Context: an optimization exercise on an open-source flow, tuned for small area, a short achievable clock period and few clock cycles. The choices shown serve that exercise and are no tape-out recipe.
No run shown here included a check of the RTL's function; only the layout flow was run.

==> flow/design.v, too long to show whole: its modules and the start of the top module <==
// module fa_c: 10 lines
// module ha_c: 9 lines
// module pg_c: 11 lines
// module gg_c: 8 lines
// module ao_c: 7 lines
// module an_c: 7 lines
// module sine_pipe: 3039 lines
// module result_fifo: 42 lines
// module trig_axil_regs: 113 lines
// module trig_top: 77 lines
// module trig_unit: 41 lines
module trig_unit (
	input logic clk,
	input logic reset,
	input logic s_awvalid,
	input logic [3:0] s_awaddr,
	input logic s_wvalid,
	input logic [31:0] s_wdata,
	input logic s_bready,
	input logic s_arvalid,
	input logic [3:0] s_araddr,
	input logic s_rready,
	output logic s_awready,
	output logic s_wready,
	output logic s_bvalid,
	output logic [1:0] s_bresp,
	output logic s_arready,
	output logic s_rvalid,
	output logic [31:0] s_rdata,
	output logic [1:0] s_rresp
);
  // ...
==> flow/flow/run.sh <==
#!/bin/bash
set -euo pipefail
bash standard.sh SETUP_SLACK_MARGIN=5.6 finish > standard_flow.log 2>&1
==> flow/standard.sh <==
#!/bin/bash
# synth_recipe.tcl (not shown) runs the flow's synth.tcl, then flattens the netlist and writes it again
# the make line also repeats each setting of config.mk as NAME=value (left out here)
make -C /OpenROAD-flow-scripts/flow DESIGN_CONFIG=/design/flow/config.mk WORK_HOME=/design/flow/orfs CLKGATE_MAP_FILE= SYNTH_SCRIPT=/design/flow/synth_recipe.tcl "${@:-finish}"
==> flow/config.mk <==
export PLATFORM = sky130hd
export DESIGN_NAME = trig_unit
export DESIGN_NICKNAME = trig_unit
export VERILOG_FILES = /design/flow/design.v
export SDC_FILE = /design/flow/constraint.sdc
export NUM_CORES = 4
export LEC_CHECK = 0
export CAP_MARGIN = 20
export CORE_MARGIN = 2
export CORE_UTILIZATION = 60
export SETUP_SLACK_MARGIN = 5
export SLEW_MARGIN = 20
export SYNTH_HIERARCHICAL = 1
export SYNTH_MINIMUM_KEEP_SIZE = 0
==> flow/constraint.sdc <==
create_clock -name core_clock -period 10.0 [get_ports {clk}]
set_input_delay 2.0000 -clock core_clock [delete_from_list [all_inputs] [get_ports {clk}]]
set_output_delay 2.0000 -clock core_clock [all_outputs]
set_load 0.01 [all_outputs]
==> results.py, run 1 <==
metrics = {
    "outcome": {
        "status": "no timing/DRC/antenna violations",
    },
    "clock_tree": {
        "clk_path_buf_depth": 3,
        "cts_buffers": 31,
        "clk_transition_reported_paths_ns": 0.06,
        "postCtsSetupRepairBufs": 11,
        "clock-sinks": 254,
        "ctsHoldBuffers": 0,
        "cts_max_level": 1,
    },
    "final_layout": {
        "multi_input_area_share_pct": 66.3,
        "non_clock_buffer_area_share_pct": 4.22,
        "drive_gt1_share_pct": 9.63,
        "clock_buffers": 34,
        "largest_reg_flops": 72,
    },
    "timing": {
        "finalHoldViolations": 0,
        "worstMarginPinSlew_ns": 1.00,
    },
    "setup_path": {
        "cp-startpoint": "u_top.u_sine.xx2[13]",
        "crit_fanout": 7,
        "critical_path.max_stage_delay_ns": 0.56,
        "worstSetupPathDepth": 17,
    },
    "floorplanning": {
        "die_y_um": 214,
    },
    "detailed_routing": {
        "first_pass_iters": 5,
    },
    "place": {
        "place_hpwl_um": 43400,
        "dpl.cell_count": 3043,
        "postPlaceCellArea_um2": 27500,
    },
    "global_route": {
        "use_met2_pct": 46.8,
        "antenna_found_initial": 0,
    },
    "yosys": {
        "syn_avg_cell_area_um2": 10.7,
    },
}
==> inputs of run 2 (changes only) <==
--- a/flow/design.v
+++ b/flow/design.v
@@ -1774,16 +1774,33 @@
 	logic es_c122;
 	logic es_c123;
 	logic es_c124;
 	logic es_c125;
 	logic es_c126;
 	logic es_c127;
 	logic es_c128;
 	logic es_c129;
+	logic es_c130;
+	logic es_c131;
+	logic es_c132;
+	logic es_c133;
+	logic es_c134;
+	logic es_c135;
+	logic es_c136;
+	logic es_c137;
+	logic es_c138;
+	logic es_c139;
+	logic es_c140;
+	logic es_c141;
+	logic es_c142;
+	logic es_c143;
+	logic es_c144;
+	logic es_c145;
+	logic es_c146;
 	ha_c u_es_w0 (.a(~xx2[15]), .b(xx2[9]), .s(es_w0), .co(es_w1));
 	fa_c u_es_w2 (.a(lin2[0]), .b(~xx2[16]), .c(xx2[10]), .s(es_w2), .co(es_w3));
 	ha_c u_es_w4 (.a(~xx2[5]), .b(xx2[3]), .s(es_w4), .co(es_w5));
 	fa_c u_es_w6 (.a(lin2[1]), .b(~xx2[17]), .c(xx2[11]), .s(es_w6), .co(es_w7));
 	fa_c u_es_w8 (.a(~xx2[6]), .b(xx2[4]), .c(~xx2[2]), .s(es_w8), .co(es_w9));
 	fa_c u_es_w10 (.a(lin2[2]), .b(~xx2[18]), .c(xx2[12]), .s(es_w10), .co(es_w11));
 	fa_c u_es_w12 (.a(~xx2[7]), .b(xx2[5]), .c(~xx2[3]), .s(es_w12), .co(es_w13));
 	fa_c u_es_w14 (.a(lin2[3]), .b(~xx2[19]), .c(xx2[13]), .s(es_w14), .co(es_w15));
@@ -1886,53 +1903,61 @@
 	pg_c u_es_c64 (.gh(es_g9), .ph(es_p9), .gl(es_g8), .pl(es_p8), .g(es_c64), .p(es_c65));
 	pg_c u_es_c66 (.gh(es_c62), .ph(es_c63), .gl(es_c64), .pl(es_c65), .g(es_c66), .p(es_c67));
 	pg_c u_es_c68 (.gh(es_c60), .ph(es_c61), .gl(es_c66), .pl(es_c67), .g(es_c68), .p(es_c69));
 	pg_c u_es_c70 (.gh(es_g7), .ph(es_p7), .gl(es_g6), .pl(es_p6), .g(es_c70), .p(es_c71));
 	an_c u_es_c72 (.ph(~xx2[5]), .pl(~xx2[4]), .p(es_c72));
 	an_c u_es_c73 (.ph(es_c71), .pl(es_c72), .p(es_c73));
 	an_c u_es_c74 (.ph(~xx2[3]), .pl(~xx2[2]), .p(es_c74));
 	gg_c u_es_c75 (.gh(es_c68), .ph(es_c69), .gl(es_c70), .g(es_c75));
-	gg_c u_es_c76 (.gh(es_g16), .ph(es_p16), .gl(es_c75), .g(es_c76));
-	gg_c u_es_c77 (.gh(es_g17), .ph(es_p17), .gl(es_c76), .g(es_c77));
+	pg_c u_es_c76 (.gh(es_g17), .ph(es_p17), .gl(es_g16), .pl(es_p16), .g(es_c76), .p(es_c77));
 	pg_c u_es_c78 (.gh(es_g19), .ph(es_p19), .gl(es_g18), .pl(es_p18), .g(es_c78), .p(es_c79));
 	pg_c u_es_c80 (.gh(es_g21), .ph(es_p21), .gl(es_g20), .pl(es_p20), .g(es_c80), .p(es_c81));
-	pg_c u_es_c82 (.gh(es_g23), .ph(es_p23), .gl(es_g22), .pl(es_p22), .g(es_c82), .p(es_c83));
-	pg_c u_es_c84 (.gh(es_g25), .ph(es_p25), .gl(es_g24), .pl(es_p24), .g(es_c84), .p(es_c85));
-	pg_c u_es_c86 (.gh(es_g27), .ph(es_p27), .gl(es_g26), .pl(es_p26), .g(es_c86), .p(es_c87));
-	pg_c u_es_c88 (.gh(es_g29), .ph(es_p29), .gl(es_g28), .pl(es_p28), .g(es_c88), .p(es_c89));
-	pg_c u_es_c90 (.gh(es_g31), .ph(es_p31), .gl(es_g30), .pl(es_p30), .g(es_c90), .p(es_c91));
-	pg_c u_es_c92 (.gh(es_g33), .ph(es_p33), .gl(es_g32), .pl(es_p32), .g(es_c92), .p(es_c93));
-	gg_c u_es_c94 (.gh(es_g18), .ph(es_p18), .gl(es_c77), .g(es_c94));
-	gg_c u_es_c95 (.gh(es_c78), .ph(es_c79), .gl(es_c77), .g(es_c95));
-	pg_c u_es_c96 (.gh(es_g22), .ph(es_p22), .gl(es_c80), .pl(es_c81), .g(es_c96), .p(es_c97));
-	pg_c u_es_c98 (.gh(es_c82), .ph(es_c83), .gl(es_c80), .pl(es_c81), .g(es_c98), .p(es_c99));
-	pg_c u_es_c100 (.gh(es_g26), .ph(es_p26), .gl(es_c84), .pl(es_c85), .g(es_c100), .p(es_c101));
-	pg_c u_es_c102 (.gh(es_c86), .ph(es_c87), .gl(es_c84), .pl(es_c85), .g(es_c102), .p(es_c103));
-	pg_c u_es_c104 (.gh(es_g30), .ph(es_p30), .gl(es_c88), .pl(es_c89), .g(es_c104), .p(es_c105));
-	pg_c u_es_c106 (.gh(es_c90), .ph(es_c91), .gl(es_c88), .pl(es_c89), .g(es_c106), .p(es_c107));
-	gg_c u_es_c108 (.gh(es_g20), .ph(es_p20), .gl(es_c95), .g(es_c108));
-	gg_c u_es_c109 (.gh(es_c80), .ph(es_c81), .gl(es_c95), .g(es_c109));
-	gg_c u_es_c110 (.gh(es_c96), .ph(es_c97), .gl(es_c95), .g(es_c110));
-	gg_c u_es_c111 (.gh(es_c98), .ph(es_c99), .gl(es_c95), .g(es_c111));
-	pg_c u_es_c112 (.gh(es_g28), .ph(es_p28), .gl(es_c102), .pl(es_c103), .g(es_c112), .p(es_c113));
-	pg_c u_es_c114 (.gh(es_c88), .ph(es_c89), .gl(es_c102), .pl(es_c103), .g(es_c114), .p(es_c115));
-	pg_c u_es_c116 (.gh(es_c104), .ph(es_c105), .gl(es_c102), .pl(es_c103), .g(es_c116), .p(es_c117));
-	pg_c u_es_c118 (.gh(es_c106), .ph(es_c107), .gl(es_c102), .pl(es_c103), .g(es_c118), .p(es_c119));
-	gg_c u_es_c120 (.gh(es_g24), .ph(es_p24), .gl(es_c111), .g(es_c120));
-	gg_c u_es_c121 (.gh(es_c84), .ph(es_c85), .gl(es_c111), .g(es_c121));
-	gg_c u_es_c122 (.gh(es_c100), .ph(es_c101), .gl(es_c111), .g(es_c122));
-	gg_c u_es_c123 (.gh(es_c102), .ph(es_c103), .gl(es_c111), .g(es_c123));
-	gg_c u_es_c124 (.gh(es_c112), .ph(es_c113), .gl(es_c111), .g(es_c124));
-	gg_c u_es_c125 (.gh(es_c114), .ph(es_c115), .gl(es_c111), .g(es_c125));
-	gg_c u_es_c126 (.gh(es_c116), .ph(es_c117), .gl(es_c111), .g(es_c126));
-	gg_c u_es_c127 (.gh(es_c118), .ph(es_c119), .gl(es_c111), .g(es_c127));
-	gg_c u_es_c128 (.gh(es_g32), .ph(es_p32), .gl(es_c127), .g(es_c128));
-	gg_c u_es_c129 (.gh(es_c92), .ph(es_c93), .gl(es_c127), .g(es_c129));
-	assign ew = {es_p33 ^ es_c128, es_p32 ^ es_c127, es_p31 ^ es_c126, es_p30 ^ es_c125, es_p29 ^ es_c124, es_p28 ^ es_c123, es_p27 ^ es_c122, es_p26 ^ es_c121, es_p25 ^ es_c120, es_p24 ^ es_c111, es_p23 ^ es_c110, es_p22 ^ es_c109, es_p21 ^ es_c108, es_p20 ^ es_c95, es_p19 ^ es_c94, es_p18 ^ es_c77, es_p17 ^ es_c76, es_p16 ^ es_c75};
+	pg_c u_es_c82 (.gh(es_g18), .ph(es_p18), .gl(es_c76), .pl(es_c77), .g(es_c82), .p(es_c83));
+	pg_c u_es_c84 (.gh(es_c78), .ph(es_c79), .gl(es_c76), .pl(es_c77), .g(es_c84), .p(es_c85));
+	pg_c u_es_c86 (.gh(es_g20), .ph(es_p20), .gl(es_c84), .pl(es_c85), .g(es_c86), .p(es_c87));
+	pg_c u_es_c88 (.gh(es_c80), .ph(es_c81), .gl(es_c84), .pl(es_c85), .g(es_c88), .p(es_c89));
+	gg_c u_es_c90 (.gh(es_g16), .ph(es_p16), .gl(es_c75), .g(es_c90));
+	gg_c u_es_c91 (.gh(es_c76), .ph(es_c77), .gl(es_c75), .g(es_c91));
+	gg_c u_es_c92 (.gh(es_c82), .ph(es_c83), .gl(es_c75), .g(es_c92));
+	gg_c u_es_c93 (.gh(es_c84), .ph(es_c85), .gl(es_c75), .g(es_c93));
+	gg_c u_es_c94 (.gh(es_c86), .ph(es_c87), .gl(es_c75), .g(es_c94));
+	gg_c u_es_c95 (.gh(es_c88), .ph(es_c89), .gl(es_c75), .g(es_c95));
+	pg_c u_es_c96 (.gh(es_g23), .ph(es_p23), .gl(es_g22), .pl(es_p22), .g(es_c96), .p(es_c97));
+	pg_c u_es_c98 (.gh(es_g25), .ph(es_p25), .gl(es_g24), .pl(es_p24), .g(es_c98), .p(es_c99));
+	pg_c u_es_c100 (.gh(es_g27), .ph(es_p27), .gl(es_g26), .pl(es_p26), .g(es_c100), .p(es_c101));
+	pg_c u_es_c102 (.gh(es_g29), .ph(es_p29), .gl(es_g28), .pl(es_p28), .g(es_c102), .p(es_c103));
+	pg_c u_es_c104 (.gh(es_g31), .ph(es_p31), .gl(es_g30), .pl(es_p30), .g(es_c104), .p(es_c105));
+	pg_c u_es_c106 (.gh(es_g33), .ph(es_p33), .gl(es_g32), .pl(es_p32), .g(es_c106), .p(es_c107));
+	pg_c u_es_c108 (.gh(es_g24), .ph(es_p24), .gl(es_c96), .pl(es_c97), .g(es_c108), .p(es_c109));
+	pg_c u_es_c110 (.gh(es_c98), .ph(es_c99), .gl(es_c96), .pl(es_c97), .g(es_c110), .p(es_c111));
+	pg_c u_es_c112 (.gh(es_g28), .ph(es_p28), .gl(es_c100), .pl(es_c101), .g(es_c112), .p(es_c113));
+	pg_c u_es_c114 (.gh(es_c102), .ph(es_c103), .gl(es_c100), .pl(es_c101), .g(es_c114), .p(es_c115));
+	pg_c u_es_c116 (.gh(es_g32), .ph(es_p32), .gl(es_c104), .pl(es_c105), .g(es_c116), .p(es_c117));
+	pg_c u_es_c118 (.gh(es_c106), .ph(es_c107), .gl(es_c104), .pl(es_c105), .g(es_c118), .p(es_c119));
+	pg_c u_es_c120 (.gh(es_g26), .ph(es_p26), .gl(es_c110), .pl(es_c111), .g(es_c120), .p(es_c121));
+	pg_c u_es_c122 (.gh(es_c100), .ph(es_c101), .gl(es_c110), .pl(es_c111), .g(es_c122), .p(es_c123));
+	pg_c u_es_c124 (.gh(es_c112), .ph(es_c113), .gl(es_c110), .pl(es_c111), .g(es_c124), .p(es_c125));
+	pg_c u_es_c126 (.gh(es_c114), .ph(es_c115), .gl(es_c110), .pl(es_c111), .g(es_c126), .p(es_c127));
+	pg_c u_es_c128 (.gh(es_g30), .ph(es_p30), .gl(es_c126), .pl(es_c127), .g(es_c128), .p(es_c129));
+	pg_c u_es_c130 (.gh(es_c104), .ph(es_c105), .gl(es_c126), .pl(es_c127), .g(es_c130), .p(es_c131));
+	pg_c u_es_c132 (.gh(es_c116), .ph(es_c117), .gl(es_c126), .pl(es_c127), .g(es_c132), .p(es_c133));
+	pg_c u_es_c134 (.gh(es_c118), .ph(es_c119), .gl(es_c126), .pl(es_c127), .g(es_c134), .p(es_c135));
+	gg_c u_es_c136 (.gh(es_g22), .ph(es_p22), .gl(es_c95), .g(es_c136));
+	gg_c u_es_c137 (.gh(es_c96), .ph(es_c97), .gl(es_c95), .g(es_c137));
+	gg_c u_es_c138 (.gh(es_c108), .ph(es_c109), .gl(es_c95), .g(es_c138));
+	gg_c u_es_c139 (.gh(es_c110), .ph(es_c111), .gl(es_c95), .g(es_c139));
+	gg_c u_es_c140 (.gh(es_c120), .ph(es_c121), .gl(es_c95), .g(es_c140));
+	gg_c u_es_c141 (.gh(es_c122), .ph(es_c123), .gl(es_c95), .g(es_c141));
+	gg_c u_es_c142 (.gh(es_c124), .ph(es_c125), .gl(es_c95), .g(es_c142));
+	gg_c u_es_c143 (.gh(es_c126), .ph(es_c127), .gl(es_c95), .g(es_c143));
+	gg_c u_es_c144 (.gh(es_c128), .ph(es_c129), .gl(es_c95), .g(es_c144));
+	gg_c u_es_c145 (.gh(es_c130), .ph(es_c131), .gl(es_c95), .g(es_c145));
+	gg_c u_es_c146 (.gh(es_c132), .ph(es_c133), .gl(es_c95), .g(es_c146));
+	assign ew = {es_p33 ^ es_c146, es_p32 ^ es_c145, es_p31 ^ es_c144, es_p30 ^ es_c143, es_p29 ^ es_c142, es_p28 ^ es_c141, es_p27 ^ es_c140, es_p26 ^ es_c139, es_p25 ^ es_c138, es_p24 ^ es_c137, es_p23 ^ es_c136, es_p22 ^ es_c95, es_p21 ^ es_c94, es_p20 ^ es_c93, es_p19 ^ es_c92, es_p18 ^ es_c91, es_p17 ^ es_c90, es_p16 ^ es_c75};
 	logic se_w0;
 	logic se_w1;
 	logic se_w2;
 	logic se_w3;
 	logic se_w4;
 	logic se_w5;
 	logic se_w6;
 	logic se_w7;
==> results.py, run 2 <==
metrics = {
    "clock_tree": {
        "clk_transition_reported_paths_ns": 0.06,
        "cts-root-buf": "clkbuf_16",
        "cts_max_level": 1,
        "clk_latency_ns": 0.59,
        "cts_buffers": 30,
        "cts_tree": "built",
        "clk_path_buf_depth": 3,
        "clock-sinks": 254,
        "ctsHoldBuffers": 0,
    },
    "setup_path": {
        "worstPathArrival_ns": 4.73,
        "reg2reg_depth": 14,
        "critical_path.max_stage_delay_ns": 0.54,
        "path_cells": "clkinvlp_4 > buf_6 > nor2_2 > fa_1 > fa_1 > fa_1 > fa_1 > ha_4 > and2_1 > a21o_1 > a21o_1 > a21o_4 > a21o_1 > xor2_1",
        "crit_family": "adder cells",
        "crit_fanout": 7,
        "crit_buf_inv": 2,
        "required_ns": 10.44,
        "cp-end-kind": "flip-flop",
        "crit_slowest_cell": "fa_1",
        "r2r_slack_ns": 5.71,
        "worstSetupPathDepth": 14,
        "path_common_cell": "fa_1",
        "start_kind": "flip-flop",
        "r2r-start": "u_top.u_sine.u1[0]",
        "reg2reg_to": "u_top.u_sine.xx2[13]",
        "critPathKind": "flip-flop to flip-flop",
    },
    "final_layout": {
        "fin_util_pct": 67.1,
        "final_common_cell": "fa_1",
        "reg_top3": "u_top.u_fifo.mem x72, u_top.u_sine.xx2 x20, u_top.u_sine.a0 x19",
        "nets": 3252,
        "multi_input_area_um2": 19700,
        "design_area_um2": 29500,
        "largest-register": "u_top.u_fifo.mem",
        "layoutNonFillerInstCount": 3157,
        "fillers": 3489,
        "antennaDiodeCount": 0,
        "drive_gt1_share_pct": 8.23,
        "seq_area_um2": 6150,
        "mostFrequentLayoutCells": "fa_1 (388), a21o_1 (293), ha_1 (267)",
        "largest_reg_flops": 72,
        "syn_to_final_growth_pct": 11.2,
    },
    "timing": {
        "rsz0062_at_grt": "true",
        "finalHoldViolations": 0,
        "max_freq_mhz": 233,
        "finClkSkew_ns": 0.0429,
        "worstMarginPinSlew_ns": 0.980,
        "finalMaxSlewViolations": 0,
        "max_slew_margin_pct": 34.7,
        "tns_ns": 0,
        "setup_viol": 0,
        "post-route-min-period_ns": 4.29,
        "post-route-period-util_pct": 42.9,
    },
    "floorplanning": {
        "die_w_um": 214,
        "rows": 77,
        "die-area_um2": 45900,
        "die_y_um": 214,
        "coreArea_um2": 43900,
        "initial_core_util_pct": 60.4,
        "ioPinCount": 88,
    },
    "place": {
        "port_buffers": 74,
        "dpl.cell_count": 3060,
        "postPlaceCellArea_um2": 27600,
        "place_hpwl_um": 44700,
        "place.gp.congestion": 0.863,
    },
    "global_route": {
        "grt_pass1_vias": 19400,
        "antenna_found_initial": 0,
        "overflow": 0,
        "grt_pass1_wl_um": 96900,
        "grt_start_max_net_pins": 27,
        "grt.total_usage_pct": 26.0,
    },
    "detailed_routing": {
        "routed_wl_um": 58000,
        "antenna_left": 0,
        "dr_total_vias": 18100,
        "first_pass_iters": 5,
        "vias_per_cell": 5.72,
        "drt-initial-drc-count": 1108,
        "drc": 0,
        "wire_per_inst_um": 18.4,
    },
    "hold_path": {
        "hold_end": "u_top.u_sine.n4",
        "worstHoldStart": "u_top.u_sine.n3",
        "hp-class": "flip-flop to flip-flop",
        "worstHoldPathCells": 0,
    },
    "yosys": {
        "ys_warn_count": 10,
        "syn_avg_cell_area_um2": 10.7,
        "syn_inst": 2487,
        "synth_area_um2": 26500,
    },
    "outcome": {
        "status": "no timing/DRC/antenna violations",
    },
    "run": {
        "maxCapViolations": 0,
    },
}
## run 2: per-stage QoR
stage	setup WS [ns]	hold WS, ns
after floorplan	5.60	0.310
after global placement	4.65	0.312
after detailed placement	4.66	0.312
after CTS	5.61	0.327
after global routing	5.58	0.334
final	5.71	0.325
## run 2: repair_timing
item | CTS | global route
cloned | 1 | 1
pin swaps | 1 | 15
setup buffers | 8 | 31
endpoints found under the setup margin | 139 | 92
gates resized for setup | 121 | 59
## run 2: worst max-delay path by stage
stage	from	slack, ns	end
4_1_cts	u_top.u_sine.u1[0]	5.61	u_top.u_sine.xx2[13]
3_5_place_dp	u_top.u_sine.u1[9]	4.66	u_top.u_sine.lin2[7]
5_1_grt	u_top.u_sine.u1[3]	5.58	u_top.u_sine.xx2[17]
6_report	u_top.u_sine.u1[0]	5.71	u_top.u_sine.xx2[13]
3_3_place_gp	u_top.u_sine.u1[9]	4.65	u_top.u_sine.lin2[7]
2_1_floorplan	u_top.u_sine.t3[12]	5.60	u_top.u_sine.v4[12]
## run 2: routing by layer
layer	vias up	GRT usage, %	share of wire (%)
met3	71	2.99	4.5
met5	-	0	0
met1	9163	34.2	43
li1	8439	-	-
met4	0	7.43	2.2
met2	387	45.6	50
## run 2: cell type report
type,instances,area share (%)
Timing Repair Buffer,115,3.61
Sequential cell,254,20.9
Clock buffer,37,2.70
Multi-Input combinational cell,1993,66.9
Clock inverter,19,0.742
Inverter,147,2.64
Tap cell,592,2.51

## static timing again, ports no longer ideal
Ports are ideal in the flow. The routed layouts listed here were re-timed in OpenROAD.
Step 1, drivers: a clkbuf_16 drives clk and a buf_2 each remaining input, both assumed.
Step 2 times the ports against the registers' clock, not the clock port: input delays grow and output delays shrink by t, the midpoint of the rising clock arrivals with the driver on.
Three values: ideal, step 1, step 2; two values: the first two.
| run | t (ns) | slack for setup (ns) | worst setup path at the end | clock arrival spread, ns | slew at the worst register clock pin (ns) |
|---|---|---|---|---|---|
| run 1 | 0.626 | 5.691 / 5.691 / 5.406 | input to register | 0.016 / 0.016 | 0.06 / 0.06 |
| run 2 | 0.633 | 5.708 / 5.708 / 5.475 | input to register | 0.045 / 0.044 | 0.06 / 0.06 |
After both steps every run listed still meets setup and hold. The setup slack of run 1, which loses most, moves by 0.000 ns with the drivers and by -0.285 ns with both steps.
